From an optimization exercise on the open Yosys and OpenROAD flow, aimed at small area, a short achievable clock period and few clock cycles per item; shortcuts taken in it are not production practice. In this exercise RTL edits were held to simulation tests only and were not proved equivalent to the original.

## flow/design.v (module list and top-level ports; edited modules follow where they fit)
// module gbtw_booth1: 14 lines
// module gbtw_booth2: 14 lines
// module gbtw_mul1: 1554 lines
// module gbtw_mul2: 1708 lines
// module gaussian_bilinear_tap_weights: 612 lines
module gaussian_bilinear_tap_weights #(
	parameter int TAP_PAIRS = 8
) (
	input  logic        clk,
	input  logic        arst_n,
	input  logic        start,
	output logic        busy,
	input  logic [15:0] sigma,
	output logic        strobe,
	output logic [2:0]  tap,
	output logic [15:0] weight,
	output logic [15:0] offset,
	output logic        bad_sigma,
	output logic        last
);
  // ...
==> flow/run.sh <==
#!/bin/bash
# synth_recipe.tcl (not shown) runs the flow's synth.tcl, then flattens the netlist and writes it again
# the make line also repeats each setting of config.mk as NAME=value (left out here)
make -C /OpenROAD-flow-scripts/flow DESIGN_CONFIG=/design/flow/config.mk WORK_HOME=/design/flow/orfs CLKGATE_MAP_FILE= SYNTH_SCRIPT=/design/flow/synth_recipe.tcl finish
==> flow/config.mk <==
export PLATFORM = sky130hd
export DESIGN_NAME = gaussian_bilinear_tap_weights
export DESIGN_NICKNAME = gaussian_bilinear_tap_weights
export VERILOG_FILES = /design/flow/design.v
export SDC_FILE = /design/flow/constraint.sdc
export NUM_CORES = 4
export LEC_CHECK = 0
export CAP_MARGIN = 20
export CORE_MARGIN = 2
export CORE_UTILIZATION = 40
export SLEW_MARGIN = 20
==> flow/constraint.sdc <==
create_clock -name core_clock -period 12.0 [get_ports {clk}]
set_input_delay 2.4000 -clock core_clock [delete_from_list [all_inputs] [get_ports {clk}]]
set_output_delay 2.4000 -clock core_clock [all_outputs]
set_load 0.01 [all_outputs]
==> qor.csv, run 1 <==
stage,metric,value,unit
detailed_routing,totalWireLength,853000,um
sta,clock_skew,0.108,ns
synthesis,synth_common_cells,"inv_1, fa_1, a22oi_1, xnor2_1, clkbuf_1",
finish,fin_nets,26200,
placed_design,hpwl,551000,um
detailed_routing,drtIter0Drc,23300,
finish,seq_area_share,25.8,%
finish,reg_top3,"sum_mem (512), g_eng.x_q (240), off_mem (208)",
synthesis,synth_compound_area_share,16.0,%
status,status,"complete, no violations",
finish,multiInputGateArea,157000,um^2
cts,post_cts_buffers,0,
sta,fmax,118,MHz
worst_hold_path,whs_path_depth,2,
finish,seq_cell_count,2560,
placed_design,place_area,247000,um^2
synthesis,synth_most_common_cell,inv_1,
global_route,busiest_layer,met2,
worst_setup_path,cp-start-kind,register,
sta,finalSetupViolations,0,
synthesis,synth_nets,27200,
placed_design,numPortBuffers,57,
worst_hold_path,hp-class,reg -> reg,
cts,clockBufferDepth,4,
worst_setup_path,endpoint_kind,register,
cts,cts_num_sinks,2560,
worst_setup_path,critical_path_class,reg -> reg,
finish,final_area,258000,um^2
finish,final_core_util,43.4,%
worst_setup_path,rr_startpoint,f_q[5]$_DFFE_PP_,
global_route,met3_usage,6.28,%
synthesis,synth_warnings,13,
cts,cts_resized,0,
floorplanning,die_y,776,um
Testbench counts, summed over its fixed seeds: cycles 58,334, items 512.
==> module gaussian_bilinear_tap_weights, before the edit <==
module gaussian_bilinear_tap_weights #(
	parameter int TAP_PAIRS = 8
) (
	input  logic        clk,
	input  logic        arst_n,
	input  logic        start,
	output logic        busy,
	input  logic [15:0] sigma,
	output logic        strobe,
	output logic [2:0]  tap,
	output logic [15:0] weight,
	output logic [15:0] offset,
	output logic        bad_sigma,
	output logic        last
);
	logic        pend_q;
	logic [15:0] sig_q;
	logic        au_take;
	always_ff @(posedge clk or negedge arst_n) begin
		if (!arst_n) begin
			pend_q <= 1'b0;
		end else if (start && !pend_q) begin
			pend_q <= 1'b1;
		end else if (au_take) begin
			pend_q <= 1'b0;
		end
	end
	always_ff @(posedge clk) begin
		if (start && !pend_q) begin
			sig_q <= sigma;
		end
	end
	assign busy = pend_q;
	logic [1:0]  nif;          
	logic        ntag;         
	logic        wq;           
	logic [1:0]  ibad;         
	logic        w_start;
	localparam logic [1:0] AU_IDLE = 2'd0;
	localparam logic [1:0] AU_DIV  = 2'd1;
	localparam logic [1:0] AU_PREP = 2'd2;
	localparam logic [1:0] AU_RUN  = 2'd3;
	logic [1:0]  au_st;
	logic [5:0]  au_cnt;
	logic        au_tag;
	logic        au_bad;       
	logic        au_big;       
	logic [31:0] s_q;          
	logic [36:0] a_q;          
	logic [31:0] b_q;          
	logic [36:0] c_q;          
	logic [31:0] f_q;          
	logic [36:0] dq_q;         
	logic [31:0] dr_q;         
	logic        a_zero;       
	logic [3:0]  au_q;
	logic        au_rdy;
	logic        e_load;
	logic [32:0] div_t2;
	logic        div_ge;
	logic [32:0] sb_sum, sf_sum;
	logic        sb_ge, sf_ge;
	logic [36:0] a_nxt, c_nxt;
	logic [31:0] b_nxt, f_nxt;
	logic [32:0] f2;
	logic        f2_ge;
	logic [36:0] a_p0, a_p1, c_p0, c_p1;
	assign au_take = (au_st == AU_IDLE) && pend_q && (nif != 2'd2);
	assign au_rdy  = (au_st == AU_RUN);
	logic [32:0] div_tb;
	logic        div_gb;
	logic [31:0] div_ra;
	assign div_t2 = {f_q, 1'b0};
	assign div_ge = div_t2 >= {1'b0, s_q};
	assign div_ra = div_ge ? 32'(div_t2 - {1'b0, s_q}) : div_t2[31:0];
	assign div_tb = {div_ra, 1'b0};
	assign div_gb = div_tb >= {1'b0, s_q};
	assign sb_sum = {1'b0, b_q} + {1'b0, f_q};
	assign sb_ge  = sb_sum >= {1'b0, s_q};
	assign b_nxt  = sb_ge ? 32'(sb_sum - {1'b0, s_q}) : sb_sum[31:0];
	assign a_p0   = a_q + c_q;
	assign a_p1   = a_q + c_q + 37'd1;
	assign a_nxt  = sb_ge ? a_p1 : a_p0;
	assign sf_sum = {1'b0, f_q} + {1'b0, dr_q};
	assign sf_ge  = sf_sum >= {1'b0, s_q};
	assign f_nxt  = sf_ge ? 32'(sf_sum - {1'b0, s_q}) : sf_sum[31:0];
	assign c_p0   = c_q + dq_q;
	assign c_p1   = c_q + dq_q + 37'd1;
	assign c_nxt  = sf_ge ? c_p1 : c_p0;
	assign f2    = {f_q, 1'b0};
	assign f2_ge = f2 >= {1'b0, s_q};
	always_ff @(posedge clk or negedge arst_n) begin
		if (!arst_n) begin
			au_st  <= AU_IDLE;
			au_cnt <= '0;
			au_q   <= '0;
			au_tag <= 1'b0;
		end else begin
			case (au_st)
				AU_IDLE: begin
					if (au_take) begin
						au_st  <= AU_DIV;
						au_cnt <= 6'd19;
						au_tag <= ntag;
					end
				end
				AU_DIV: begin
					au_cnt <= au_cnt - 1'b1;
					if (au_cnt == 6'd1) begin
						au_st <= AU_PREP;
					end
				end
				AU_PREP: begin
					au_st <= AU_RUN;
					au_q  <= '0;
				end
				default: begin
					if (e_load) begin
						au_q <= au_q + 1'b1;
						if (au_q == 4'd15) begin
							au_st <= AU_IDLE;
						end
					end
				end
			endcase
		end
	end
	always_ff @(posedge clk) begin
		case (au_st)
			AU_IDLE: begin
				s_q    <= 32'(sig_q) * 32'(sig_q);
				au_bad <= (sig_q == '0);
				f_q    <= 32'd512;
				c_q    <= '0;
			end
			AU_DIV: begin
				if (au_cnt == 6'd19) begin
					au_big <= (s_q <= 32'd1024);
				end else begin
					f_q <= div_gb ? 32'(div_tb - {1'b0, s_q}) : div_tb[31:0];
					c_q <= {c_q[34:0], div_ge, div_gb};
				end
			end
			AU_PREP: begin
				a_q    <= '0;
				b_q    <= '0;
				a_zero <= au_bad;
				dq_q   <= {c_q[35:0], f2_ge};
				dr_q   <= f2_ge ? 32'(f2 - {1'b0, s_q}) : f2[31:0];
			end
			default: begin
				if (e_load) begin
					a_q    <= a_nxt;
					b_q    <= b_nxt;
					c_q    <= c_nxt;
					f_q    <= f_nxt;
					a_zero <= a_zero || au_big || (a_nxt >= gbtw_pkg::ARG_ZERO);
				end
			end
		endcase
	end
	localparam int NE = 2;
	logic [1:0]  cc;
	logic [1:0]  sb, sd;
	assign sb = cc - 2'd1;
	assign sd = cc + 2'd1;
	logic [NE-1:0] cand, okf, fdone, second, sdfree, anyfree;
	logic [3:0]    di [NE];
	logic [3:0]    qd [NE];
	logic [30:0]   fv [NE];
	logic [1:0]    lowfree [NE];
	logic          le;         
	logic [1:0]    ls;         
	logic          lfree;
	logic          inj;
	logic        f1_v;
	logic [3:0]  f1_q;
	logic [3:0]  f1_k;
	logic [30:0] f1_w;
	logic        f1_u;
	logic [15:0] half;
	logic        w_bank;
	logic [1:0]  o_busy;
	logic [3:0]  o_cnt [2];
	logic [32:0] o_rem [2];
	logic [12:0] o_low [2];
	logic [31:0] o_sum [2];
	logic [3:0]  o_idx [2];
	logic [33:0] o_t2 [2];
	logic [1:0]  o_ge;
	logic        w_busy;
	logic [2:0]  w_idx;
	logic        fsel;         
	logic        f_any;
	always_ff @(posedge clk or negedge arst_n) begin
		if (!arst_n) begin
			cc <= '0;
		end else begin
			cc <= cc + 1'b1;
		end
	end
	for (genvar e = 0; e < NE; e++) begin : g_eng
		logic [3:0]  act, ser, fst, hold, skp, tag;
		logic [3:0]  k_q [4];
		logic [4:0]  n_q [4];
		logic [29:0] x_q [4];
		logic [3:0]  qi [4];
		logic [29:0] x1_q, c1_q;
		logic [15:0] bo1_q, bt1_q, bn1_q;
		logic [29:0] ha0_q, ha1_q;
		logic [4:0]  hag_q, hap_q;
		logic [30:0] r1_q;
		logic [17:0] mo2_q, mt2_q, mn2_q;
		logic [29:0] hb0_q, hb1_q;
		logic [5:0]  hbg_q, hbp_q;
		logic [29:0] ha0, ha1, hb0, hb1, p1, t2;
		logic [4:0]  hag, hap;
		logic [5:0]  hbg, hbp;
		logic        hac, hbc;
		logic [29:0] bv, xv, cv;
		logic        tv;
		logic [15:0] bo1, bt1, bn1;
		logic [34:0] m2v;
		logic [17:0] mo2, mt2, mn2;
		logic [3:0]  kb, kd;
		logic [4:0]  nb, nd;
		logic        fin, mrg;
		logic [30:0] r1n;
		logic [29:0] raw;
		logic        ok_w;
		logic        ld, ij;
		assign kb = k_q[sb];
		assign nb = n_q[sb];
		assign kd = k_q[sd];
		assign nd = n_q[sd];
		assign ld = e_load && (le == e);
		assign ij = inj && (le == e);
		gbtw_mul1 u_mul1 (
			.a   (x1_q),
			.one (bo1_q),
			.two (bt1_q),
			.neg (bn1_q),
			.c   (c1_q),
			.h0  (ha0),
			.h1  (ha1),
			.gg  (hag),
			.gp  (hap)
		);
		assign hac = gbtw_pkg::gcarry({1'b0, hag_q}, {1'b1, hap_q});
		assign p1  = ha0_q + ha1_q + 30'(hac);
		assign mrg = ser[sb] && !hold[sb] && (kb == 4'd2);
		assign r1n = mrg ? (31'h4000_0000 - 31'(p1 >> 1)) : 31'(p1);
		always_comb begin
			if (hold[sb]) begin
				m2v = 35'h4_0000_0000;
			end else if (ser[sb]) begin
				m2v = (kb == 4'd2) ? {1'b0, x_q[sb], 4'd0} : 35'(gbtw_pkg::recip(kb));
			end else begin
				m2v = (nb == 5'd1) ? 35'h4_0000_0000 : 35'(gbtw_pkg::E1X16);
			end
		end
		gbtw_booth2 u_booth2 (
			.b   (m2v),
			.one (mo2),
			.two (mt2),
			.neg (mn2)
		);
		gbtw_mul2 u_mul2 (
			.a   (r1_q),
			.one (mo2_q),
			.two (mt2_q),
			.neg (mn2_q),
			.h0  (hb0),
			.h1  (hb1),
			.gg  (hbg),
			.gp  (hbp)
		);
		assign hbc = gbtw_pkg::gcarry(hbg_q, hbp_q);
		assign t2  = hb0_q + hb1_q + 30'(hbc);
		assign fin = ser[sd] ? (kd == 4'd2 && nd == 5'd0) : (nd <= 5'd2);
		assign di[e]     = {tag[sd], qi[sd][3:1]};
		assign qd[e]     = qi[sd];
		assign cand[e]   = act[sd] && (fst[sd] ? skp[sd] : (hold[sd] || fin));
		assign second[e] = half[di[e]] || (f1_v && f1_k == di[e]);
		assign ok_w      = !(w_busy && w_bank == tag[sd] && w_idx <= qi[sd][3:1]);
		assign okf[e]    = ok_w && (!second[e] || !o_busy[0] || !o_busy[1]);
		assign raw       = skp[sd] ? 30'd0 : t2;
		assign fv[e]     = ser[sd] ? (31'h4000_0000 - 31'(raw)) : 31'(raw);
		assign sdfree[e]  = !act[sd];
		assign anyfree[e] = !(&act);
		assign lowfree[e] = !act[0] ? 2'd0 : !act[1] ? 2'd1 : !act[2] ? 2'd2 : 2'd3;
		always_comb begin
			if (cand[e]) begin
				bv = raw;
				xv = 30'h3FFF_FFFF;
				tv = 1'b0;
				cv = raw;
			end else if (ij) begin
				bv = a_q[29:0] >> 4;
				xv = a_q[29:0];
				tv = 1'b1;
				cv = a_q[29:0];
			end else if (fst[sd]) begin
				bv = x_q[sd] >> 4;
				xv = x_q[sd];
				tv = 1'b1;
				cv = x_q[sd];
			end else begin
				bv = t2;
				xv = (ser[sd] && kd != 4'd2) ? x_q[sd] : gbtw_pkg::E1;
				tv = ser[sd];
				cv = ser[sd] ? xv : 30'd0;
			end
		end
		gbtw_booth1 u_booth1 (
			.b   (tv ? ~bv : bv),
			.one (bo1),
			.two (bt1),
			.neg (bn1)
		);
		always_ff @(posedge clk) begin
			ha0_q <= ha0;
			ha1_q <= ha1;
			hag_q <= hag;
			hap_q <= hap;
			r1_q  <= r1n;
			mo2_q <= mo2;
			mt2_q <= mt2;
			mn2_q <= mn2;
			hb0_q <= hb0;
			hb1_q <= hb1;
			hbg_q <= hbg;
			hbp_q <= hbp;
			x1_q  <= xv;
			c1_q  <= cv;
			bo1_q <= bo1;
			bt1_q <= bt1;
			bn1_q <= bn1;
		end
		always_ff @(posedge clk or negedge arst_n) begin
			if (!arst_n) begin
				act  <= '0;
				fst  <= '0;
				hold <= '0;
			end else begin
				if (act[sd]) begin
					if (fdone[e]) begin
						act[sd]  <= 1'b0;
						hold[sd] <= 1'b0;
					end else if (cand[e]) begin
						hold[sd] <= 1'b1;
					end
					fst[sd] <= 1'b0;
				end
				if (ld) begin
					act[ls]  <= 1'b1;
					fst[ls]  <= !ij;
					hold[ls] <= 1'b0;
				end
			end
		end
		always_ff @(posedge clk) begin
			if (act[sd] && !fst[sd] && !cand[e]) begin
				if (ser[sd]) begin
					k_q[sd] <= kd - 1'b1;
					if (kd == 4'd2) begin
						ser[sd] <= 1'b0;
					end
				end else begin
					n_q[sd] <= (nd == 5'd1) ? 5'd0 : (nd - 5'd2);
				end
			end
			if (ld) begin
				x_q[ls] <= a_q[29:0];
				n_q[ls] <= a_q[34:30];
				k_q[ls] <= 4'd15;
				qi[ls]  <= au_q;
				tag[ls] <= au_tag;
				skp[ls] <= a_zero || (au_q == 4'd0);
				ser[ls] <= !a_zero;
			end
		end
	end
	assign fdone[0] = cand[0] && okf[0];
	assign fdone[1] = cand[1] && okf[1] && !fdone[0];
	assign f_any    = |fdone;
	assign fsel     = !fdone[0];
	always_comb begin
		lfree = 1'b1;
		le    = 1'b0;
		ls    = sd;
		if (sdfree[0]) begin
			le = 1'b0;
			ls = sd;
		end else if (sdfree[1]) begin
			le = 1'b1;
			ls = sd;
		end else if (anyfree[0]) begin
			le = 1'b0;
			ls = lowfree[0];
		end else begin
			le    = 1'b1;
			ls    = lowfree[1];
			lfree = anyfree[1];
		end
	end
	assign e_load = au_rdy && lfree;
	assign inj    = e_load && (ls == sd) && !a_zero && (au_q != 4'd0);
	logic [31:0] sum_mem [2*TAP_PAIRS];
	logic [12:0] off_mem [2*TAP_PAIRS];
	logic [34:0] acc_q [2];
	logic [2:0]  pcnt [2];
	logic [1:0]  done;
	logic [31:0] tot_q;
	logic        w_bad;
	logic [31:0] f1_wd;        
	logic        f2_v;
	logic [3:0]  f2_k;
	logic [31:0] f2_sum, f2_w1;
	logic        f2_u;
	logic        f2_zero;
	logic        fb;
	assign f1_wd = (f1_q == 4'd0) ? 32'(f1_w >> 1) : 32'(f1_w);
	always_ff @(posedge clk or negedge arst_n) begin
		if (!arst_n) begin
			f1_v   <= 1'b0;
			f2_v   <= 1'b0;
			half   <= '0;
			o_busy <= '0;
		end else begin
			f1_v <= f_any;
			f2_v <= f1_v && half[f1_k];
			if (f1_v) begin
				half[f1_k] <= !half[f1_k];
			end
			if (f_any && second[fsel]) begin
				o_busy[o_busy[0]] <= 1'b1;
			end
			for (int u = 0; u < 2; u++) begin
				if ((f2_v && f2_zero && f2_u == u) || (o_cnt[u] == 4'd1)) begin
					o_busy[u] <= 1'b0;
				end
			end
		end
	end
	always_ff @(posedge clk) begin
		if (f_any) begin
			f1_q <= qd[fsel];
			f1_k <= di[fsel];
			f1_w <= fv[fsel];
			f1_u <= o_busy[0];
		end
		if (f1_v) begin
			if (!half[f1_k]) begin
				sum_mem[f1_k] <= f1_wd;
			end
			f2_k   <= f1_k;
			f2_sum <= sum_mem[f1_k] + f1_wd;
			f2_w1  <= f1_q[0] ? f1_wd : sum_mem[f1_k];
			f2_u   <= f1_u;
		end
	end
	assign f2_zero = (f2_sum == '0);
	assign fb      = f2_k[3];
	assign w_start = !w_busy && done[wq] &&
	                 !(o_cnt[0] != '0 && o_idx[0][3] == wq) &&
	                 !(o_cnt[1] != '0 && o_idx[1][3] == wq);
	always_ff @(posedge clk or negedge arst_n) begin
		if (!arst_n) begin
			pcnt[0]  <= '0;
			pcnt[1]  <= '0;
			acc_q[0] <= '0;
			acc_q[1] <= '0;
			done     <= '0;
			nif      <= '0;
			ntag     <= 1'b0;
			wq       <= 1'b0;
		end else begin
			if (w_start) begin
				done[wq]  <= 1'b0;
				acc_q[wq] <= '0;
				wq        <= !wq;
			end
			if (f2_v) begin
				pcnt[fb]  <= pcnt[fb] + 1'b1;
				acc_q[fb] <= acc_q[fb] + 35'(f2_sum);
				if (pcnt[fb] == 3'd7) begin
					done[fb] <= 1'b1;
				end
			end
			if (au_take) begin
				ntag <= !ntag;
			end
			nif <= nif + 2'(au_take) - 2'(w_start);
		end
	end
	always_ff @(posedge clk) begin
		if (au_take) begin
			ibad[ntag] <= (sig_q == '0);
		end
		if (f2_v) begin
			sum_mem[f2_k] <= f2_sum;
			if (f2_zero) begin
				off_mem[f2_k] <= '0;
			end
		end
		if (w_start) begin
			tot_q  <= acc_q[wq][34:3];
			w_bad  <= ibad[wq];
			w_bank <= wq;
		end
	end
	for (genvar g = 0; g < 2; g++) begin : g_odiv
		assign o_t2[g] = {o_rem[g], o_low[g][12]};
		assign o_ge[g] = o_t2[g] >= {1'b0, o_sum[g], 1'b0};
		always_ff @(posedge clk or negedge arst_n) begin
			if (!arst_n) begin
				o_cnt[g] <= '0;
			end else if (f2_v && !f2_zero && f2_u == g) begin
				o_cnt[g] <= 4'd13;
			end else if (o_cnt[g] != '0) begin
				o_cnt[g] <= o_cnt[g] - 1'b1;
			end
		end
		always_ff @(posedge clk) begin
			if (f2_v && !f2_zero && f2_u == g) begin
				o_rem[g] <= 33'(f2_w1) + 33'(f2_sum >> 13);
				o_low[g] <= f2_sum[12:0];
				o_sum[g] <= f2_sum;
				o_idx[g] <= f2_k;
			end else if (o_cnt[g] != '0) begin
				o_rem[g] <= o_ge[g] ? 33'(o_t2[g] - {1'b0, o_sum[g], 1'b0}) : o_t2[g][32:0];
				o_low[g] <= {o_low[g][11:0], o_ge[g]};
			end
			if (o_cnt[g] == 4'd1) begin
				off_mem[o_idx[g]] <= {o_low[g][11:0], o_ge[g]};
			end
		end
	end
	logic        w_load;
	logic [3:0]  w_cnt;
	logic [31:0] w_rem;
	logic [15:0] w_low;
	logic [2:0]  w_li;
	logic [44:0] w_dvd;
	logic [32:0] w_ta, w_tb;
	logic        w_ga, w_gb;
	logic [31:0] w_ra;
	logic        emit;
	logic        strobe_q, bad_q, last_q;
	logic [2:0]  tap_q;
	logic [15:0] weight_q, offset_q;
	assign w_li  = w_load ? w_idx : (w_idx + 1'b1);
	assign w_dvd = {sum_mem[{w_bank, w_li}], 13'd0} + 45'(tot_q);
	assign w_ta  = {w_rem, w_low[15]};
	assign w_ga  = w_ta >= {tot_q, 1'b0};
	assign w_ra  = w_ga ? 32'(w_ta - {tot_q, 1'b0}) : w_ta[31:0];
	assign w_tb  = {w_ra, w_low[14]};
	assign w_gb  = w_tb >= {tot_q, 1'b0};
	assign emit  = w_busy && (w_bad || (!w_load && w_cnt == 4'd1));
	always_ff @(posedge clk or negedge arst_n) begin
		if (!arst_n) begin
			w_busy   <= 1'b0;
			w_load   <= 1'b0;
			w_idx    <= '0;
			w_cnt    <= '0;
			strobe_q <= 1'b0;
		end else begin
			strobe_q <= emit;
			if (w_start) begin
				w_busy <= 1'b1;
				w_load <= 1'b1;
				w_idx  <= '0;
			end else if (w_busy) begin
				if (w_load || emit) begin
					w_load <= 1'b0;
					w_cnt  <= 4'd8;
				end else begin
					w_cnt <= w_cnt - 1'b1;
				end
				if (emit) begin
					w_idx <= w_idx + 1'b1;
					if (w_idx == 3'd7) begin
						w_busy <= 1'b0;
					end
				end
			end
		end
	end
	always_ff @(posedge clk) begin
		if (w_load || emit) begin
			w_rem <= w_dvd[44:16];
			w_low <= w_dvd[15:0];
		end else begin
			w_rem <= w_gb ? 32'(w_tb - {tot_q, 1'b0}) : w_tb[31:0];
			w_low <= {w_low[13:0], w_ga, w_gb};
		end
		if (emit) begin
			tap_q    <= w_idx;
			last_q   <= (w_idx == 3'd7);
			bad_q    <= w_bad;
			weight_q <= w_bad ? 16'd0 : {w_low[13:0], w_ga, w_gb};
			offset_q <= w_bad ? 16'd0 : {w_idx, off_mem[{w_bank, w_idx}]};
		end
	end
	assign strobe    = strobe_q;
	assign tap       = tap_q;
	assign weight    = weight_q;
	assign offset    = offset_q;
	assign bad_sigma = bad_q;
	assign last      = last_q;
endmodule
==> inputs of run 2 (changes only) <==
--- a/flow/design.v
+++ b/flow/design.v
@@ -3352,17 +3352,29 @@
 	end
 	assign busy = pend_q;
 	logic [1:0]  nif;          
-	logic        ntag;         
-	logic        wq;           
-	logic [1:0]  ibad;         
+	logic [1:0]  ntag;         
+	logic [1:0]  wq;           
+	logic [1:0]  wt;           
+	logic [3:0]  ibad;         
 	logic        w_start;
+	logic        dv_busy, dv_done;
+	logic [5:0]  dv_cnt;
+	logic [23:0] sq_lo, sq_hi;
+	logic [31:0] dv_s;
+	logic [31:0] dv_f;
+	logic [36:0] dv_c;
+	logic        dv_bad, dv_big;
+	logic [32:0] div_t2, div_d;
+	logic        div_ge;
+	assign au_take = pend_q && !dv_busy;
+	assign div_t2  = {dv_f, 1'b0};
+	assign div_d   = div_t2 - {1'b0, dv_s};
+	assign div_ge  = !(div_t2 < {1'b0, dv_s});
 	localparam logic [1:0] AU_IDLE = 2'd0;
-	localparam logic [1:0] AU_DIV  = 2'd1;
 	localparam logic [1:0] AU_PREP = 2'd2;
 	localparam logic [1:0] AU_RUN  = 2'd3;
 	logic [1:0]  au_st;
-	logic [5:0]  au_cnt;
-	logic        au_tag;
+	logic [1:0]  au_tag;
 	logic        au_bad;       
 	logic        au_big;       
 	logic [31:0] s_q;          
@@ -3375,9 +3387,8 @@
 	logic        a_zero;       
 	logic [3:0]  au_q;
 	logic        au_rdy;
+	logic        au_go;
 	logic        e_load;
-	logic [32:0] div_t2;
-	logic        div_ge;
 	logic [32:0] sb_sum, sf_sum;
 	logic        sb_ge, sf_ge;
 	logic [36:0] a_nxt, c_nxt;
@@ -3385,25 +3396,23 @@
 	logic [32:0] f2;
 	logic        f2_ge;
 	logic [36:0] a_p0, a_p1, c_p0, c_p1;
-	assign au_take = (au_st == AU_IDLE) && pend_q && (nif != 2'd2);
-	assign au_rdy  = (au_st == AU_RUN);
-	logic [32:0] div_tb;
-	logic        div_gb;
-	logic [31:0] div_ra;
-	assign div_t2 = {f_q, 1'b0};
-	assign div_ge = div_t2 >= {1'b0, s_q};
-	assign div_ra = div_ge ? 32'(div_t2 - {1'b0, s_q}) : div_t2[31:0];
-	assign div_tb = {div_ra, 1'b0};
-	assign div_gb = div_tb >= {1'b0, s_q};
+	assign au_go  = (au_st == AU_IDLE) && dv_done && (nif != 2'd3);
+	assign au_rdy = (au_st == AU_RUN);
+	logic [33:0] sb_d, sf_d;
+	logic        z0, z1;
 	assign sb_sum = {1'b0, b_q} + {1'b0, f_q};
-	assign sb_ge  = sb_sum >= {1'b0, s_q};
-	assign b_nxt  = sb_ge ? 32'(sb_sum - {1'b0, s_q}) : sb_sum[31:0];
+	assign sb_d   = {2'b0, b_q} + {2'b0, f_q} - {2'b0, s_q};
+	assign sb_ge  = !sb_d[33];
+	assign b_nxt  = sb_ge ? sb_d[31:0] : sb_sum[31:0];
 	assign a_p0   = a_q + c_q;
 	assign a_p1   = a_q + c_q + 37'd1;
 	assign a_nxt  = sb_ge ? a_p1 : a_p0;
+	assign z0     = (a_p0[36:30] >= 7'd21);
+	assign z1     = (a_p1[36:30] >= 7'd21);
 	assign sf_sum = {1'b0, f_q} + {1'b0, dr_q};
-	assign sf_ge  = sf_sum >= {1'b0, s_q};
-	assign f_nxt  = sf_ge ? 32'(sf_sum - {1'b0, s_q}) : sf_sum[31:0];
+	assign sf_d   = {2'b0, f_q} + {2'b0, dr_q} - {2'b0, s_q};
+	assign sf_ge  = !sf_d[33];
+	assign f_nxt  = sf_ge ? sf_d[31:0] : sf_sum[31:0];
 	assign c_p0   = c_q + dq_q;
 	assign c_p1   = c_q + dq_q + 37'd1;
 	assign c_nxt  = sf_ge ? c_p1 : c_p0;
@@ -3411,25 +3420,55 @@
 	assign f2_ge = f2 >= {1'b0, s_q};
 	always_ff @(posedge clk or negedge arst_n) begin
 		if (!arst_n) begin
+			dv_busy <= 1'b0;
+			dv_done <= 1'b0;
+			dv_cnt  <= '0;
+		end else begin
+			if (au_take) begin
+				dv_busy <= 1'b1;
+				dv_cnt  <= 6'd37;
+			end else if (dv_busy && !dv_done) begin
+				dv_cnt <= dv_cnt - 1'b1;
+				if (dv_cnt == 6'd1) begin
+					dv_done <= 1'b1;
+				end
+			end else if (au_go) begin
+				dv_busy <= 1'b0;
+				dv_done <= 1'b0;
+			end
+		end
+	end
+	always_ff @(posedge clk) begin
+		if (au_take) begin
+			sq_lo  <= 24'(sig_q[7:0]) * 24'(sig_q);
+			sq_hi  <= 24'(sig_q[15:8]) * 24'(sig_q);
+			dv_bad <= (sig_q == '0);
+			dv_f   <= 32'd1024;
+			dv_c   <= '0;
+		end else if (dv_busy && !dv_done) begin
+			if (dv_cnt == 6'd37) begin
+				dv_s <= 32'(sq_lo) + {sq_hi, 8'd0};
+			end else if (dv_cnt == 6'd36) begin
+				dv_big <= (dv_s <= 32'd1024);
+			end else begin
+				dv_f <= div_ge ? div_d[31:0] : div_t2[31:0];
+				dv_c <= {dv_c[35:0], div_ge};
+			end
+		end
+	end
+	always_ff @(posedge clk or negedge arst_n) begin
+		if (!arst_n) begin
 			au_st  <= AU_IDLE;
-			au_cnt <= '0;
 			au_q   <= '0;
-			au_tag <= 1'b0;
+			au_tag <= '0;
 		end else begin
 			case (au_st)
 				AU_IDLE: begin
-					if (au_take) begin
-						au_st  <= AU_DIV;
-						au_cnt <= 6'd19;
+					if (au_go) begin
+						au_st  <= AU_PREP;
 						au_tag <= ntag;
 					end
 				end
-				AU_DIV: begin
-					au_cnt <= au_cnt - 1'b1;
-					if (au_cnt == 6'd1) begin
-						au_st <= AU_PREP;
-					end
-				end
 				AU_PREP: begin
 					au_st <= AU_RUN;
 					au_q  <= '0;
@@ -3448,17 +3487,12 @@
 	always_ff @(posedge clk) begin
 		case (au_st)
 			AU_IDLE: begin
-				s_q    <= 32'(sig_q) * 32'(sig_q);
-				au_bad <= (sig_q == '0);
-				f_q    <= 32'd512;
-				c_q    <= '0;
-			end
-			AU_DIV: begin
-				if (au_cnt == 6'd19) begin
-					au_big <= (s_q <= 32'd1024);
-				end else begin
-					f_q <= div_gb ? 32'(div_tb - {1'b0, s_q}) : div_tb[31:0];
-					c_q <= {c_q[34:0], div_ge, div_gb};
+				if (au_go) begin
+					s_q    <= dv_s;
+					f_q    <= dv_f;
+					c_q    <= dv_c;
+					au_bad <= dv_bad;
+					au_big <= dv_big;
 				end
 			end
 			AU_PREP: begin
@@ -3474,22 +3508,19 @@
 					b_q    <= b_nxt;
 					c_q    <= c_nxt;
 					f_q    <= f_nxt;
-					a_zero <= a_zero || au_big || (a_nxt >= gbtw_pkg::ARG_ZERO);
+					a_zero <= a_zero || au_big || (sb_ge ? z1 : z0);
 				end
 			end
 		endcase
 	end
-	localparam int NE = 2;
-	logic [1:0]  cc;
-	logic [1:0]  sb, sd;
-	assign sb = cc - 2'd1;
-	assign sd = cc + 2'd1;
+	localparam int NE = 3;
+	logic [1:0]  sd;           
 	logic [NE-1:0] cand, okf, fdone, second, sdfree, anyfree;
 	logic [3:0]    di [NE];
 	logic [3:0]    qd [NE];
 	logic [30:0]   fv [NE];
 	logic [1:0]    lowfree [NE];
-	logic          le;         
+	logic [1:0]    le;         
 	logic [1:0]    ls;         
 	logic          lfree;
 	logic          inj;
@@ -3497,30 +3528,42 @@
 	logic [3:0]  f1_q;
 	logic [3:0]  f1_k;
 	logic [30:0] f1_w;
-	logic        f1_u;
+	localparam int NO = 3;     
+	logic [1:0]  f1_u;
 	logic [15:0] half;
 	logic        w_bank;
-	logic [1:0]  o_busy;
-	logic [3:0]  o_cnt [2];
-	logic [32:0] o_rem [2];
-	logic [12:0] o_low [2];
-	logic [31:0] o_sum [2];
-	logic [3:0]  o_idx [2];
-	logic [33:0] o_t2 [2];
-	logic [1:0]  o_ge;
+	logic [NO-1:0] o_busy;
+	logic [1:0]  ofree;        
+	logic [3:0]  o_cnt [NO];
+	logic [32:0] o_rem [NO];
+	logic [12:0] o_low [NO];
+	logic [31:0] o_sum [NO];
+	logic [3:0]  o_idx [NO];
+	logic [33:0] o_t2 [NO];
+	logic [NO-1:0] o_ge;
+	always_comb begin
+		ofree = '0;
+		for (int u = NO - 1; u >= 0; u--) begin
+			if (!o_busy[u]) begin
+				ofree = 2'(u);
+			end
+		end
+	end
 	logic        w_busy;
 	logic [2:0]  w_idx;
-	logic        fsel;         
+	logic [1:0]  fsel;         
 	logic        f_any;
 	always_ff @(posedge clk or negedge arst_n) begin
 		if (!arst_n) begin
-			cc <= '0;
+			sd <= 2'd1;
 		end else begin
-			cc <= cc + 1'b1;
+			sd <= sd + 1'b1;
 		end
 	end
 	for (genvar e = 0; e < NE; e++) begin : g_eng
-		logic [3:0]  act, ser, fst, hold, skp, tag;
+		logic [3:0]  act, ser, fst, hold, skp;
+		logic [1:0]  tg [4];
+		logic [1:0]  tgo;
 		logic [3:0]  k_q [4];
 		logic [4:0]  n_q [4];
 		logic [29:0] x_q [4];
@@ -3549,10 +3592,21 @@
 		logic [29:0] raw;
 		logic        ok_w;
 		logic        ld, ij;
-		assign kb = k_q[sb];
-		assign nb = n_q[sb];
-		assign kd = k_q[sd];
-		assign nd = n_q[sd];
+		logic [30:0] fw;
+		logic [1:0]  esb, esd;     
+		always_ff @(posedge clk or negedge arst_n) begin
+			if (!arst_n) begin
+				esb <= 2'd3;
+				esd <= 2'd1;
+			end else begin
+				esb <= esb + 1'b1;
+				esd <= esd + 1'b1;
+			end
+		end
+		assign kb = k_q[esb];
+		assign nb = n_q[esb];
+		assign kd = k_q[esd];
+		assign nd = n_q[esd];
 		assign ld = e_load && (le == e);
 		assign ij = inj && (le == e);
 		gbtw_mul1 u_mul1 (
@@ -3568,13 +3622,13 @@
 		);
 		assign hac = gbtw_pkg::gcarry({1'b0, hag_q}, {1'b1, hap_q});
 		assign p1  = ha0_q + ha1_q + 30'(hac);
-		assign mrg = ser[sb] && !hold[sb] && (kb == 4'd2);
+		assign mrg = ser[esb] && !hold[esb] && (kb == 4'd2);
 		assign r1n = mrg ? (31'h4000_0000 - 31'(p1 >> 1)) : 31'(p1);
 		always_comb begin
-			if (hold[sb]) begin
+			if (hold[esb]) begin
 				m2v = 35'h4_0000_0000;
-			end else if (ser[sb]) begin
-				m2v = (kb == 4'd2) ? {1'b0, x_q[sb], 4'd0} : 35'(gbtw_pkg::recip(kb));
+			end else if (ser[esb]) begin
+				m2v = (kb == 4'd2) ? {1'b0, x_q[esb], 4'd0} : 35'(gbtw_pkg::recip(kb));
 			end else begin
 				m2v = (nb == 5'd1) ? 35'h4_0000_0000 : 35'(gbtw_pkg::E1X16);
 			end
@@ -3597,16 +3651,18 @@
 		);
 		assign hbc = gbtw_pkg::gcarry(hbg_q, hbp_q);
 		assign t2  = hb0_q + hb1_q + 30'(hbc);
-		assign fin = ser[sd] ? (kd == 4'd2 && nd == 5'd0) : (nd <= 5'd2);
-		assign di[e]     = {tag[sd], qi[sd][3:1]};
-		assign qd[e]     = qi[sd];
-		assign cand[e]   = act[sd] && (fst[sd] ? skp[sd] : (hold[sd] || fin));
+		assign fin = ser[esd] ? (kd == 4'd2 && nd == 5'd0) : (nd <= 5'd2);
+		assign di[e]     = {tg[esd][0], qi[esd][3:1]};
+		assign qd[e]     = qi[esd];
+		assign cand[e]   = act[esd] && (fst[esd] ? skp[esd] : (hold[esd] || fin));
 		assign second[e] = half[di[e]] || (f1_v && f1_k == di[e]);
-		assign ok_w      = !(w_busy && w_bank == tag[sd] && w_idx <= qi[sd][3:1]);
-		assign okf[e]    = ok_w && (!second[e] || !o_busy[0] || !o_busy[1]);
-		assign raw       = skp[sd] ? 30'd0 : t2;
-		assign fv[e]     = ser[sd] ? (31'h4000_0000 - 31'(raw)) : 31'(raw);
-		assign sdfree[e]  = !act[sd];
+		assign tgo       = tg[esd] - 2'd2;
+		assign ok_w      = (w_busy && wt == tgo) ? (w_idx > qi[esd][3:1]) : (wq != tgo);
+		assign okf[e]    = ok_w && (!second[e] || !(&o_busy));
+		assign raw       = skp[esd] ? 30'd0 : t2;
+		assign fw        = ser[esd] ? (31'h4000_0000 - 31'(raw)) : 31'(raw);
+		assign fv[e]     = (qi[esd] == 4'd0) ? (fw >> 1) : fw;
+		assign sdfree[e]  = !act[esd];
 		assign anyfree[e] = !(&act);
 		assign lowfree[e] = !act[0] ? 2'd0 : !act[1] ? 2'd1 : !act[2] ? 2'd2 : 2'd3;
 		always_comb begin
@@ -3620,16 +3676,16 @@
 				xv = a_q[29:0];
 				tv = 1'b1;
 				cv = a_q[29:0];
-			end else if (fst[sd]) begin
-				bv = x_q[sd] >> 4;
-				xv = x_q[sd];
+			end else if (fst[esd]) begin
+				bv = x_q[esd] >> 4;
+				xv = x_q[esd];
 				tv = 1'b1;
-				cv = x_q[sd];
+				cv = x_q[esd];
 			end else begin
 				bv = t2;
-				xv = (ser[sd] && kd != 4'd2) ? x_q[sd] : gbtw_pkg::E1;
-				tv = ser[sd];
-				cv = ser[sd] ? xv : 30'd0;
+				xv = (ser[esd] && kd != 4'd2) ? x_q[esd] : gbtw_pkg::E1;
+				tv = ser[esd];
+				cv = ser[esd] ? xv : 30'd0;
 			end
 		end
 		gbtw_booth1 u_booth1 (
@@ -3663,14 +3719,14 @@
 				fst  <= '0;
 				hold <= '0;
 			end else begin
-				if (act[sd]) begin
+				if (act[esd]) begin
 					if (fdone[e]) begin
-						act[sd]  <= 1'b0;
-						hold[sd] <= 1'b0;
+						act[esd]  <= 1'b0;
+						hold[esd] <= 1'b0;
 					end else if (cand[e]) begin
-						hold[sd] <= 1'b1;
+						hold[esd] <= 1'b1;
 					end
-					fst[sd] <= 1'b0;
+					fst[esd] <= 1'b0;
 				end
 				if (ld) begin
 					act[ls]  <= 1'b1;
@@ -3680,14 +3736,14 @@
 			end
 		end
 		always_ff @(posedge clk) begin
-			if (act[sd] && !fst[sd] && !cand[e]) begin
-				if (ser[sd]) begin
-					k_q[sd] <= kd - 1'b1;
+			if (act[esd] && !fst[esd] && !cand[e]) begin
+				if (ser[esd]) begin
+					k_q[esd] <= kd - 1'b1;
 					if (kd == 4'd2) begin
-						ser[sd] <= 1'b0;
+						ser[esd] <= 1'b0;
 					end
 				end else begin
-					n_q[sd] <= (nd == 5'd1) ? 5'd0 : (nd - 5'd2);
+					n_q[esd] <= (nd == 5'd1) ? 5'd0 : (nd - 5'd2);
 				end
 			end
 			if (ld) begin
@@ -3695,33 +3751,39 @@
 				n_q[ls] <= a_q[34:30];
 				k_q[ls] <= 4'd15;
 				qi[ls]  <= au_q;
-				tag[ls] <= au_tag;
+				tg[ls]  <= au_tag;
 				skp[ls] <= a_zero || (au_q == 4'd0);
 				ser[ls] <= !a_zero;
 			end
 		end
 	end
-	assign fdone[0] = cand[0] && okf[0];
-	assign fdone[1] = cand[1] && okf[1] && !fdone[0];
-	assign f_any    = |fdone;
-	assign fsel     = !fdone[0];
 	always_comb begin
-		lfree = 1'b1;
-		le    = 1'b0;
+		fdone = '0;
+		fsel  = '0;
+		for (int e = NE - 1; e >= 0; e--) begin
+			if (cand[e] && okf[e]) begin
+				fdone = '0;
+				fdone[e] = 1'b1;
+				fsel  = 2'(e);
+			end
+		end
+	end
+	assign f_any = |fdone;
+	always_comb begin
+		lfree = |anyfree;
+		le    = '0;
 		ls    = sd;
-		if (sdfree[0]) begin
-			le = 1'b0;
-			ls = sd;
-		end else if (sdfree[1]) begin
-			le = 1'b1;
-			ls = sd;
-		end else if (anyfree[0]) begin
-			le = 1'b0;
-			ls = lowfree[0];
-		end else begin
-			le    = 1'b1;
-			ls    = lowfree[1];
-			lfree = anyfree[1];
+		for (int e = NE - 1; e >= 0; e--) begin
+			if (anyfree[e]) begin
+				le = 2'(e);
+				ls = lowfree[e];
+			end
+		end
+		for (int e = NE - 1; e >= 0; e--) begin
+			if (sdfree[e]) begin
+				le = 2'(e);
+				ls = sd;
+			end
 		end
 	end
 	assign e_load = au_rdy && lfree;
@@ -3733,14 +3795,16 @@
 	logic [1:0]  done;
 	logic [31:0] tot_q;
 	logic        w_bad;
-	logic [31:0] f1_wd;        
+	logic [31:0] f1_wd;
 	logic        f2_v;
 	logic [3:0]  f2_k;
 	logic [31:0] f2_sum, f2_w1;
-	logic        f2_u;
+	logic [31:0] f2_p, f2_w;     
+	logic        f2_odd;
+	logic [1:0]  f2_u;
 	logic        f2_zero;
 	logic        fb;
-	assign f1_wd = (f1_q == 4'd0) ? 32'(f1_w >> 1) : 32'(f1_w);
+	assign f1_wd = 32'(f1_w);
 	always_ff @(posedge clk or negedge arst_n) begin
 		if (!arst_n) begin
 			f1_v   <= 1'b0;
@@ -3754,9 +3818,9 @@
 				half[f1_k] <= !half[f1_k];
 			end
 			if (f_any && second[fsel]) begin
-				o_busy[o_busy[0]] <= 1'b1;
+				o_busy[ofree] <= 1'b1;
 			end
-			for (int u = 0; u < 2; u++) begin
+			for (int u = 0; u < NO; u++) begin
 				if ((f2_v && f2_zero && f2_u == u) || (o_cnt[u] == 4'd1)) begin
 					o_busy[u] <= 1'b0;
 				end
@@ -3768,23 +3832,24 @@
 			f1_q <= qd[fsel];
 			f1_k <= di[fsel];
 			f1_w <= fv[fsel];
-			f1_u <= o_busy[0];
+			f1_u <= ofree;
 		end
 		if (f1_v) begin
 			if (!half[f1_k]) begin
 				sum_mem[f1_k] <= f1_wd;
 			end
 			f2_k   <= f1_k;
-			f2_sum <= sum_mem[f1_k] + f1_wd;
-			f2_w1  <= f1_q[0] ? f1_wd : sum_mem[f1_k];
+			f2_p   <= sum_mem[f1_k];
+			f2_w   <= f1_wd;
+			f2_odd <= f1_q[0];
 			f2_u   <= f1_u;
 		end
 	end
+	assign f2_sum  = f2_p + f2_w;
+	assign f2_w1   = f2_odd ? f2_w : f2_p;
 	assign f2_zero = (f2_sum == '0);
 	assign fb      = f2_k[3];
-	assign w_start = !w_busy && done[wq] &&
-	                 !(o_cnt[0] != '0 && o_idx[0][3] == wq) &&
-	                 !(o_cnt[1] != '0 && o_idx[1][3] == wq);
+	assign w_start = !w_busy && done[wq[0]];
 	always_ff @(posedge clk or negedge arst_n) begin
 		if (!arst_n) begin
 			pcnt[0]  <= '0;
@@ -3793,13 +3858,13 @@
 			acc_q[1] <= '0;
 			done     <= '0;
 			nif      <= '0;
-			ntag     <= 1'b0;
-			wq       <= 1'b0;
+			ntag     <= '0;
+			wq       <= '0;
 		end else begin
 			if (w_start) begin
-				done[wq]  <= 1'b0;
-				acc_q[wq] <= '0;
-				wq        <= !wq;
+				done[wq[0]]  <= 1'b0;
+				acc_q[wq[0]] <= '0;
+				wq           <= wq + 1'b1;
 			end
 			if (f2_v) begin
 				pcnt[fb]  <= pcnt[fb] + 1'b1;
@@ -3808,15 +3873,15 @@
 					done[fb] <= 1'b1;
 				end
 			end
-			if (au_take) begin
-				ntag <= !ntag;
+			if (au_go) begin
+				ntag <= ntag + 1'b1;
 			end
-			nif <= nif + 2'(au_take) - 2'(w_start);
+			nif <= nif + 2'(au_go) - 2'(w_start);
 		end
 	end
 	always_ff @(posedge clk) begin
-		if (au_take) begin
-			ibad[ntag] <= (sig_q == '0);
+		if (au_go) begin
+			ibad[ntag] <= dv_bad;
 		end
 		if (f2_v) begin
 			sum_mem[f2_k] <= f2_sum;
@@ -3825,12 +3890,13 @@
 			end
 		end
 		if (w_start) begin
-			tot_q  <= acc_q[wq][34:3];
+			tot_q  <= acc_q[wq[0]][34:3];
 			w_bad  <= ibad[wq];
-			w_bank <= wq;
+			w_bank <= wq[0];
+			wt     <= wq;
 		end
 	end
-	for (genvar g = 0; g < 2; g++) begin : g_odiv
+	for (genvar g = 0; g < NO; g++) begin : g_odiv
 		assign o_t2[g] = {o_rem[g], o_low[g][12]};
 		assign o_ge[g] = o_t2[g] >= {1'b0, o_sum[g], 1'b0};
 		always_ff @(posedge clk or negedge arst_n) begin
@@ -3857,69 +3923,121 @@
 			end
 		end
 	end
-	logic        w_load;
-	logic [3:0]  w_cnt;
-	logic [31:0] w_rem;
-	logic [15:0] w_low;
-	logic [2:0]  w_li;
+	localparam int NW = 4;
+	logic [NW-1:0] wu_v;       
+	logic [4:0]  wu_cnt [NW];
+	logic [31:0] wu_rem [NW];
+	logic [15:0] wu_low [NW];
+	logic [32:0] wu_t [NW];
+	logic [32:0] wu_d [NW];
+	logic [NW-1:0] wu_g;
+	logic [NW-1:0] wld;
+	logic [1:0]  eu;           
 	logic [44:0] w_dvd;
-	logic [32:0] w_ta, w_tb;
-	logic        w_ga, w_gb;
-	logic [31:0] w_ra;
 	logic        emit;
+	logic        off_wait;
 	logic        strobe_q, bad_q, last_q;
 	logic [2:0]  tap_q;
 	logic [15:0] weight_q, offset_q;
-	assign w_li  = w_load ? w_idx : (w_idx + 1'b1);
-	assign w_dvd = {sum_mem[{w_bank, w_li}], 13'd0} + 45'(tot_q);
-	assign w_ta  = {w_rem, w_low[15]};
-	assign w_ga  = w_ta >= {tot_q, 1'b0};
-	assign w_ra  = w_ga ? 32'(w_ta - {tot_q, 1'b0}) : w_ta[31:0];
-	assign w_tb  = {w_ra, w_low[14]};
-	assign w_gb  = w_tb >= {tot_q, 1'b0};
-	assign emit  = w_busy && (w_bad || (!w_load && w_cnt == 4'd1));
+	logic [3:0]  li;
+	logic [31:0] w_pre;
+	logic        w_pok;
+	always_comb begin
+		wld = '0;
+		if (w_busy && !w_bad && w_pok && !li[3] && !wu_v[li[1:0]]) begin
+			wld[li[1:0]] = 1'b1;
+		end
+	end
+	always_ff @(posedge clk or negedge arst_n) begin
+		if (!arst_n) begin
+			li    <= '0;
+			w_pok <= 1'b0;
+		end else begin
+			if (w_start) begin
+				li    <= '0;
+				w_pok <= 1'b0;
+			end else if (|wld) begin
+				li    <= li + 1'b1;
+				w_pok <= 1'b0;
+			end else begin
+				w_pok <= 1'b1;
+			end
+		end
+	end
+	always_ff @(posedge clk) begin
+		w_pre <= sum_mem[{w_bank, li[2:0]}];
+	end
+	assign w_dvd = {w_pre, 13'd0} + 45'(tot_q);
+	always_comb begin
+		off_wait = 1'b0;
+		for (int u = 0; u < NO; u++) begin
+			if (o_cnt[u] != '0 && o_idx[u] == {w_bank, w_idx}) begin
+				off_wait = 1'b1;
+			end
+		end
+	end
+	assign emit = w_busy && (w_bad || (wu_v[eu] && wu_cnt[eu] == '0 && !off_wait));
+	for (genvar u = 0; u < NW; u++) begin : g_wdiv
+		assign wu_t[u] = {wu_rem[u], wu_low[u][15]};
+		assign wu_d[u] = wu_t[u] - {tot_q, 1'b0};
+		assign wu_g[u] = !(wu_t[u] < {tot_q, 1'b0});
+		always_ff @(posedge clk or negedge arst_n) begin
+			if (!arst_n) begin
+				wu_v[u]   <= 1'b0;
+				wu_cnt[u] <= '0;
+			end else begin
+				if (w_start) begin
+					wu_v[u] <= 1'b0;
+				end else if (wld[u]) begin
+					wu_v[u]   <= 1'b1;
+					wu_cnt[u] <= 5'd16;
+				end else begin
+					if (wu_cnt[u] != '0) begin
+						wu_cnt[u] <= wu_cnt[u] - 1'b1;
+					end
+					if (emit && !w_bad && eu == u) begin
+						wu_v[u] <= 1'b0;
+					end
+				end
+			end
+		end
+		always_ff @(posedge clk) begin
+			if (wld[u]) begin
+				wu_rem[u] <= w_dvd[44:16];
+				wu_low[u] <= w_dvd[15:0];
+			end else if (wu_cnt[u] != '0) begin
+				wu_rem[u] <= wu_g[u] ? wu_d[u][31:0] : wu_t[u][31:0];
+				wu_low[u] <= {wu_low[u][14:0], wu_g[u]};
+			end
+		end
+	end
 	always_ff @(posedge clk or negedge arst_n) begin
 		if (!arst_n) begin
 			w_busy   <= 1'b0;
-			w_load   <= 1'b0;
 			w_idx    <= '0;
-			w_cnt    <= '0;
+			eu       <= '0;
 			strobe_q <= 1'b0;
 		end else begin
 			strobe_q <= emit;
 			if (w_start) begin
 				w_busy <= 1'b1;
-				w_load <= 1'b1;
 				w_idx  <= '0;
-			end else if (w_busy) begin
-				if (w_load || emit) begin
-					w_load <= 1'b0;
-					w_cnt  <= 4'd8;
-				end else begin
-					w_cnt <= w_cnt - 1'b1;
-				end
-				if (emit) begin
-					w_idx <= w_idx + 1'b1;
-					if (w_idx == 3'd7) begin
-						w_busy <= 1'b0;
-					end
+				eu     <= '0;
+			end else if (emit) begin
+				w_idx <= w_idx + 1'b1;
+				eu    <= eu + 1'b1;
+				if (w_idx == 3'd7) begin
+					w_busy <= 1'b0;
 				end
 			end
 		end
 	end
 	always_ff @(posedge clk) begin
-		if (w_load || emit) begin
-			w_rem <= w_dvd[44:16];
-			w_low <= w_dvd[15:0];
-		end else begin
-			w_rem <= w_gb ? 32'(w_tb - {tot_q, 1'b0}) : w_tb[31:0];
-			w_low <= {w_low[13:0], w_ga, w_gb};
-		end
 		if (emit) begin
 			tap_q    <= w_idx;
 			last_q   <= (w_idx == 3'd7);
 			bad_q    <= w_bad;
-			weight_q <= w_bad ? 16'd0 : {w_low[13:0], w_ga, w_gb};
+			weight_q <= w_bad ? 16'd0 : wu_low[eu];
 			offset_q <= w_bad ? 16'd0 : {w_idx, off_mem[{w_bank, w_idx}]};
 		end
 	end
==> run 2 against run 1 <==
Against the previous run:
- sequential share of layout area decreased by 0.29 points
- die area rose by 40%
- clock skew rose by 0.031 ns
==> qor.csv, run 2 <==
stage,metric,value,unit,change
cts,htreeDepth,5,,unchanged
detailed_routing,drtIter0Drc,32700,,was 23.3k
floorplanning,coreArea,836000,um^2,was 594000 um^2
finish,layout_commonest_cell,inv_1,,unchanged
detailed_routing,routed_via_density,6.15,,was 6.16
floorplanning,io-pin-count,58,,unchanged
floorplanning,die_area,846000,um^2,was 603000 um^2
finish,drive_above_1_share,8.67,%,was 9.43%
worst_hold_path,hp-class,reg -> reg,,unchanged
cts,cts_root_buf,clkbuf_16,,unchanged
sta,worst_slack,4.28,ns,was 3.54 ns
global_route,grt_max_degree,129,,was 143
sta,clock_skew,0.139,ns,was 0.108 ns
detailed_routing,ant_nets,0,,unchanged
synthesis,async_flop_share,6.19,%,was 6.25%
floorplanning,die_w,920,um,was 776 um
finish,reg_top3,"sum_mem (512), g_eng.x_q (360), off_mem (208)",,"was sum_mem (512), g_eng.x_q (240), off_mem (208)"
global_route,antenna_found_initial,37,,was 26
cts,cts_buffers,419,,was 313
detailed_routing,drc,0,,unchanged
worst_setup_path,critical_path.cell_chain,ha_1 -> inv_1 -> fa_1 -> nor2b_1 -> o21bai_1 -> a21oi_1 -> o211ai_1 -> a21oi_1 -> nor3_2 -> nor4_1 -> a211o_1 -> inv_1 -> nor4_1 -> nand4_1 -> and4b_1 -> buf_4 -> nand2b_2 -> buf_4 -> inv_2 -> buf_4 -> mux2_4,,was ha_1 -> and3_1 -> and3_1 -> a32o_1 -> a21oi_1 -> o31ai_1 -> a2111oi_0 -> nor2_1 -> a2bb2oi_4 -> buf_4 -> mux2_2 -> ha_1 -> a21o_1 -> a211oi_1 -> nand3_1 -> o21bai_1 -> nand3_1 -> a211oi_1 -> o311a_1 -> nor2_1 -> buf_4 -> nor2_1 -> o32ai_1
synthesis,synth_top_family_by_area,adder cells,,unchanged
worst_setup_path,crit_top_cell,buf_4,,was nor2_1
sta,finalCritPeriodShare,64.3,%,was 70.5%
synthesis,synth_most_common_cell,inv_1,,unchanged
synthesis,ys_seq_elements,3554,,was 2560
detailed_routing,num_vias,272000,,was 192k
worst_setup_path,slowest_delay,0.71,ns,was 0.84 ns
sta,tns,0,ns,unchanged
synthesis,synth_common_cells,"inv_1, a22oi_1, fa_1, nand2_1, xnor2_1",,"was inv_1, fa_1, a22oi_1, xnor2_1, clkbuf_1"
placed_design,numPortBuffers,57,,unchanged
sta,hold_slack,0.418,ns,was 0.440 ns
floorplanning,die_y,920,um,was 776 um
detailed_routing,totalWireLength,1220000,um,was 853000 um
sta,period_minus_slack,7.72,ns,was 8.46 ns
sta,drv_slew,0,,unchanged
detailed_routing,drtPass1Iterations,10,,was 7
worst_setup_path,critical_path_class,reg -> reg,,unchanged
worst_setup_path,arrival,8.58,ns,was 9.21 ns
placed_design,hpwl,799000,um,was 551000 um
cts,clockBufferDepth,4,,unchanged
placed_design,globalplace.congestion,0.934,,was 0.923
worst_setup_path,endpoint_kind,register,,unchanged
cts,clkTransAtPathRegs,0.06,ns,about the same
worst_setup_path,critPathRequiredTime,12.86,ns,was 12.75 ns
synthesis,synth_compound_area_share,16.7,%,was 16.0%
floorplanning,rows,336,,was 283
finish,largest_register,sum_mem,,unchanged
synthesis,yosys.area_share.xor_xnor,10.4,%,was 10.1%
sta,rsz0062_at_grt,no,,unchanged
floorplanning,start_util,40.1,%,was 40.2%
cts,hold_buffers,0,,unchanged
sta,hold_violations,0,,unchanged
detailed_routing,wl_per_cell,27.4,um,about the same
sta,fmax,130,MHz,was 118 MHz
cts,cts_tree,built,,unchanged
synthesis,ys_seq_area_share,27.4,%,was 27.8%
worst_setup_path,crit_fanout,38,,was 29
cts,clock_latency,1.15,ns,was 1.05 ns
synthesis,synth_cell_types,121,,was 102
synthesis,synth_enable_flop_cells,1947,,was 1424
synthesis,synth_top_cell_by_area,fa_1,,was edfxtp_1
synthesis,synthTopCellsByArea,"fa_1, edfxtp_1, dfxtp_1, a22oi_1, ha_1",,"was edfxtp_1, fa_1, dfxtp_1, ha_1, a22oi_1"
synthesis,synth_warnings,18,,was 13
sta,max_slew.worst_pin.slew,1.28,ns,was 1.27 ns
finish,largest_register_ffs,512,,unchanged
cts,cts_num_sinks,3554,,was 2560
finish,fin_nets,37300,,was 26.2k
placed_design,pre_cts_ws,4.55,ns,was 3.62 ns
status,status,"complete, no violations",,unchanged
flow_run,drv_cap,0,,unchanged
global_route,grt_usage,27.8,%,was 27.5%
sta,slew_headroom,13.6,%,was 14.5%
synthesis,synth-simple-area-share,8.60,%,was 8.92%
synthesis,netlist_area,335000,um^2,was 239000 um^2
sta,finalSetupViolations,0,,unchanged
synthesis,syn_inst,34200,,was 24.0k
global_route,grt-ovfl-total,0,,unchanged
synthesis,synthFlopType,edfxtp_1,,unchanged
synthesis,synth_nets,38800,,was 27.2k
global_route,grt_pass1_wl,1810000,um,was 1270000 um
finish,fillers,79600,,was 56.5k
cts,cts_resized,0,,unchanged
synthesis,synth_top_cell_area_share,17.5,%,was 17.9%
synthesis,synthMuxAreaShare,6.62,%,was 7.71%
worst_setup_path,critPathSlowestCell,nor4_1,,was nor2_1
worst_setup_path,cp-start-kind,register,,unchanged
synthesis,synthAdderAreaFrac,23.4,%,was 22.8%
cts,post_cts_buffers,0,,unchanged
global_route,grt_pass1_vias,275000,,was 192k
synthesis,syn_avg_cell_area,9.79,um^2,was 9.93 um^2
finish,final_cell_mix,"inv_1, a22oi_1, fa_1",,"was inv_1, fa_1, a22oi_1"
finish,area_growth_syn_to_layout,7.69,%,was 8.09%
==> run 2: changes by cell type in the layout (fill, tap and decap cells not counted), moves of 198 or more <==
cell and delta:
nand2_1 +1114, inv_1 +1092, a22oi_1 +985, fa_1 +946
nor2_1 +684, xnor2_1 +662, a21oi_1 +630, xor2_1 +568
edfxtp_1 +523, ha_1 +409, dfxtp_1 +357, nand3_1 -300
buf_4 +199, o31ai_1 +198
==> run 2: worst max-delay path: cells and delay by family, from the launching register on <==
family	cells	cell delay [ns]
buffers and inverters	6	2.40
adder cells (fa/ha/maj)	2	0.57
AO/OA/AOI/OAI	5	1.64
multiplexers	1	0.31
flip-flops	1	0.36
AND/OR/NAND/NOR	7	2.13
==> run 2: final timing paths <==
| path | start | to | slack, ns | cells after the start |
|---|---|---|---|---|
| min in group asynchronous | arst_n | wu_v[3]$_DFFE_PN0P_ | 1.24 | 1 |
| max in group asynchronous | arst_n | f1_v$_DFF_PN0_ | 9.34 | 2 |
| worst min-delay path | sq_lo[6]$_DFFE_PP_ | dv_s[6]$_DFFE_PP_ | 0.42 | 0 |
| worst max-delay path | f2_p[0]$_DFFE_PP_ | o_rem[0][0]$_DFFE_PP_ | 4.28 | 21 |
| worst min register to register | sq_lo[6]$_DFFE_PP_ | dv_s[6]$_DFFE_PP_ | 0.42 | 0 |
| worst max register to register | f2_p[0]$_DFFE_PP_ | o_rem[0][0]$_DFFE_PP_ | 4.28 | 21 |
==> run 2: layout make-up <==
class,count,area (um^2),area share (%)
multi-input cells,24600,221000,61.3
flip-flops and latches,3554,91900,25.5
well taps,11200,14000,3.86
inverters,3364,12600,3.50
clock buffers,560,11800,3.27
repair buffers,870,6740,1.87
clock inverters,222,2720,0.753
diodes,16,40.0,0.0111
==> run 2: cell families (layout without fill, tap and decap cells) <==
family,count (synthesis),count (layout)
fa+ha+maj,4517,4517
mux,1369,1369
xor+xnor,3992,3992
buf+inv,6111,5016
compound gates,8333,8333
other cells,0,16
flops,3554,3554
simple gates,6372,6372
==> run 2: per-stage QoR <==
stage | cell area [um^2] | cells | util, %
floorplan | 335000 | 34200 | -
global placement | 346000 | 43500 | 41.4
detailed placement | 347000 | 43500 | 41.4
CTS | 361000 | 44300 | 43.2
global route | 361000 | 44300 | 43.2
finish | 361000 | 44300 | 43.2
==> run 2: metal layers <==
layer	GRT usage, %	part of all wire (%)
met5	0.0337	0.017
met4	13.5	5.8
met3	6.04	11
met2	43.2	44
met1	37.0	39
Testbench counts of run 2, summed over its fixed seeds: cycles 38,211, items 512.

## port drivers added, routing unchanged
The results above use ideal ports. As a check the final layouts listed here were re-extracted and re-timed, cells and wires unchanged. Step 1 sets driving cells, clkbuf_16 on the clock port and buf_2 on the other inputs (assumed; they add their load-dependent delay and slew). Step 2 also shifts input and output timing later by t, the mid clock arrival at the registers, as if the neighbouring blocks saw the same clock. a / b / c = no drivers / after step 1 / after step 2; a / b = the first two.
run | shift t [ns] | slack for setup (ns) | worst setup path after step 2 | cell pins on the clock port's net
run 1 | 1.115 | 3.542 / 3.542 / 3.542 | register to register | 1
run 2 | 1.240 | 4.285 / 4.285 / 4.285 | register to register | 1
After both steps setup and hold are still met in every run listed.
